From an optimization exercise on the open Yosys and OpenROAD flow, aimed at small area; shortcuts taken in it are not production practice.
In this exercise RTL edits were held to simulation tests only and were not proved equivalent to the original.
Power is estimated from default activity; no workload was simulated.

## reg_file_sb
module reg_file_sb
#(
  parameter int XLEN     = reg_file_sb_pkg::XLEN_DEF,
  parameter int NREG     = reg_file_sb_pkg::NREG_DEF,
  parameter int NRD      = 2,
  parameter int PORT_REG = 31,
  parameter int PORT_W   = 16,
  localparam int AW      = reg_file_sb_pkg::addrWidth(NREG)
)(
  input  logic                clkIn,
  input  logic                resetIn,
  input  logic [NRD*AW-1:0]   rsIn,
  output logic [NRD*XLEN-1:0] DataOut,
  input  logic [AW-1:0]       rdIn,
  input  logic [XLEN-1:0]     DataIn,
  input  logic                WriteIn,
  input  logic                issueIn,
  input  logic [AW-1:0]       issueRdIn,
  output logic [NRD-1:0]      busyOut,
  output logic                stallOut,
  output logic [AW:0]         pendOut,
  output logic [PORT_W-1:0]   portOut
);
==> flow/config.mk <==
export PLATFORM = sky130hd
export DESIGN_NAME = reg_file_sb
export DESIGN_NICKNAME = reg_file_sb
export VERILOG_FILES = /design/flow/design.v
export SDC_FILE = /design/flow/constraint.sdc
export NUM_CORES = 4
export LEC_CHECK = 0
export CAP_MARGIN = 20
export CORE_MARGIN = 2
export CORE_UTILIZATION = 50
export CTS_CLUSTER_DIAMETER = 150
export CTS_CLUSTER_SIZE = 24
export SETUP_SLACK_MARGIN = 0.1
export SLEW_MARGIN = 20
export SYNTH_HIERARCHICAL = 1
export SYNTH_MINIMUM_KEEP_SIZE = 0
export BUFFER_PORTS_ARGS = -buffer_cell sky130_fd_sc_hd__buf_1
export RECOVER_POWER = 100
==> flow/constraint.sdc <==
create_clock -name core_clock -period 6.0 [get_ports {clkIn}]
set_input_delay 1.2000 -clock core_clock [delete_from_list [all_inputs] [get_ports {clkIn}]]
set_output_delay 1.2000 -clock core_clock [all_outputs]
set_load 0.01 [all_outputs]
standard.sh (not shown) runs the stock make flow with config.mk's settings and CLKGATE_MAP_FILE= SYNTH_SCRIPT=/design/flow/synth_recipe.tcl, a recipe that flattens the netlist after the stock synthesis.
==> flow/flow/run.sh <==
#!/bin/bash
# Own layout flow: the standard ORFS flow (standard.sh, unchanged
# synthesis), with two resizer settings added to config.mk:
#   - port buffers use the small sky130_fd_sc_hd__buf_1 instead of the
#     delay cell buffer_ports picks by default (every port still gets a
#     buffer, and the resizer may still upsize it);
#   - power recovery after global routing downsizes non-critical gates.
# Each make run's full output goes to a log file in this folder.
set -euo pipefail
cat >> config.mk <<'MK'
export BUFFER_PORTS_ARGS = -buffer_cell sky130_fd_sc_hd__buf_1
export RECOVER_POWER = 100
MK
bash standard.sh finish > flow_standard.log 2>&1
The first run finished but fails on capacitance limit, slew limit.
Rerun with:
==> flow/run.sh (new file) <==
#!/bin/bash
# synth_recipe.tcl (not shown) runs the flow's synth.tcl, then flattens the netlist and writes it again
# the make line also repeats each setting of config.mk as NAME=value (left out here)
make -C /OpenROAD-flow-scripts/flow DESIGN_CONFIG=/design/flow/config.mk WORK_HOME=/design/flow/orfs CLKGATE_MAP_FILE= SYNTH_SCRIPT=/design/flow/synth_recipe.tcl finish
--- a/flow/config.mk
+++ b/flow/config.mk
@@ -16,3 +16 @@
 export SYNTH_MINIMUM_KEEP_SIZE = 0
-export BUFFER_PORTS_ARGS = -buffer_cell sky130_fd_sc_hd__buf_1
-export RECOVER_POWER = 100
removed: flow/flow/run.sh
removed: flow/standard.sh
The new run passed the timing, DRC and antenna checks.
Wire length rises slightly.
Non-clock buffer count climbs by 83.
Design area grows by a few percent.
Worst setup slack degrades by 0.048 ns.
Sequential power is lower slightly.
Sequential share of layout area came out lower by 3.0 points.
Rerun with:
==> flow/flow/run.sh (new file) <==
#!/bin/bash
# Own layout flow: the standard ORFS flow (standard.sh, unchanged
# synthesis) with one setting added to config.mk: port buffers use the
# small sky130_fd_sc_hd__buf_1 instead of the delay cell buffer_ports picks
# by default. Every port still gets a buffer, and the resizer may still
# upsize it. The make run's full output goes to flow_standard.log here.
set -euo pipefail
cat >> config.mk <<'MK'
export BUFFER_PORTS_ARGS = -buffer_cell sky130_fd_sc_hd__buf_1
MK
bash standard.sh finish > flow_standard.log 2>&1
==> flow/standard.sh (new file) <==
#!/bin/bash
# synth_recipe.tcl (not shown) runs the flow's synth.tcl, then flattens the netlist and writes it again
# the make line also repeats each setting of config.mk as NAME=value (left out here)
make -C /OpenROAD-flow-scripts/flow DESIGN_CONFIG=/design/flow/config.mk WORK_HOME=/design/flow/orfs CLKGATE_MAP_FILE= SYNTH_SCRIPT=/design/flow/synth_recipe.tcl "${@:-finish}"
--- a/flow/config.mk
+++ b/flow/config.mk
@@ -16 +16,2 @@
 export SYNTH_MINIMUM_KEEP_SIZE = 0
+export BUFFER_PORTS_ARGS = -buffer_cell sky130_fd_sc_hd__buf_1
removed: flow/run.sh
=> Clock skew is about the same. Power goes down by 2.2%. Via count went down by 1.6%. Design area drops by 3.9%. Fmax climbs by 2.6%.

static timing again, ports no longer ideal:
In the flow no input, the clock included, has a driving cell. The finished layouts below were timed again as built, in two steps.
Step 1 sets driving cells, clkbuf_16 on the clock port and buf_2 on the other inputs (assumed; they add their load-dependent delay and slew).
Step 2 moves the port delays by t, midway between the first and last clock arrival at a register: inputs arrive t later, outputs are due t later. That takes back most of the time a late clock gives input paths.
Slacks: no drivers / after step 1 / after step 2; pairs: no drivers / after step 1.
| run | t (ns) | setup WS [ns] | worst slew at a driven data input, ns |
|---|---|---|---|
| the first run | 0.718 | 0.132 / 0.109 / -0.299 | 0.21 |
| the second run | 0.710 | 0.083 / 0.058 / 0.058 | 0.17 |
| the third run | 0.718 | 0.234 / 0.201 / 0.201 | 0.22 |
For the first run, which loses most, drivers alone change the setup slack by -0.023 ns; drivers and shift together by -0.431 ns.
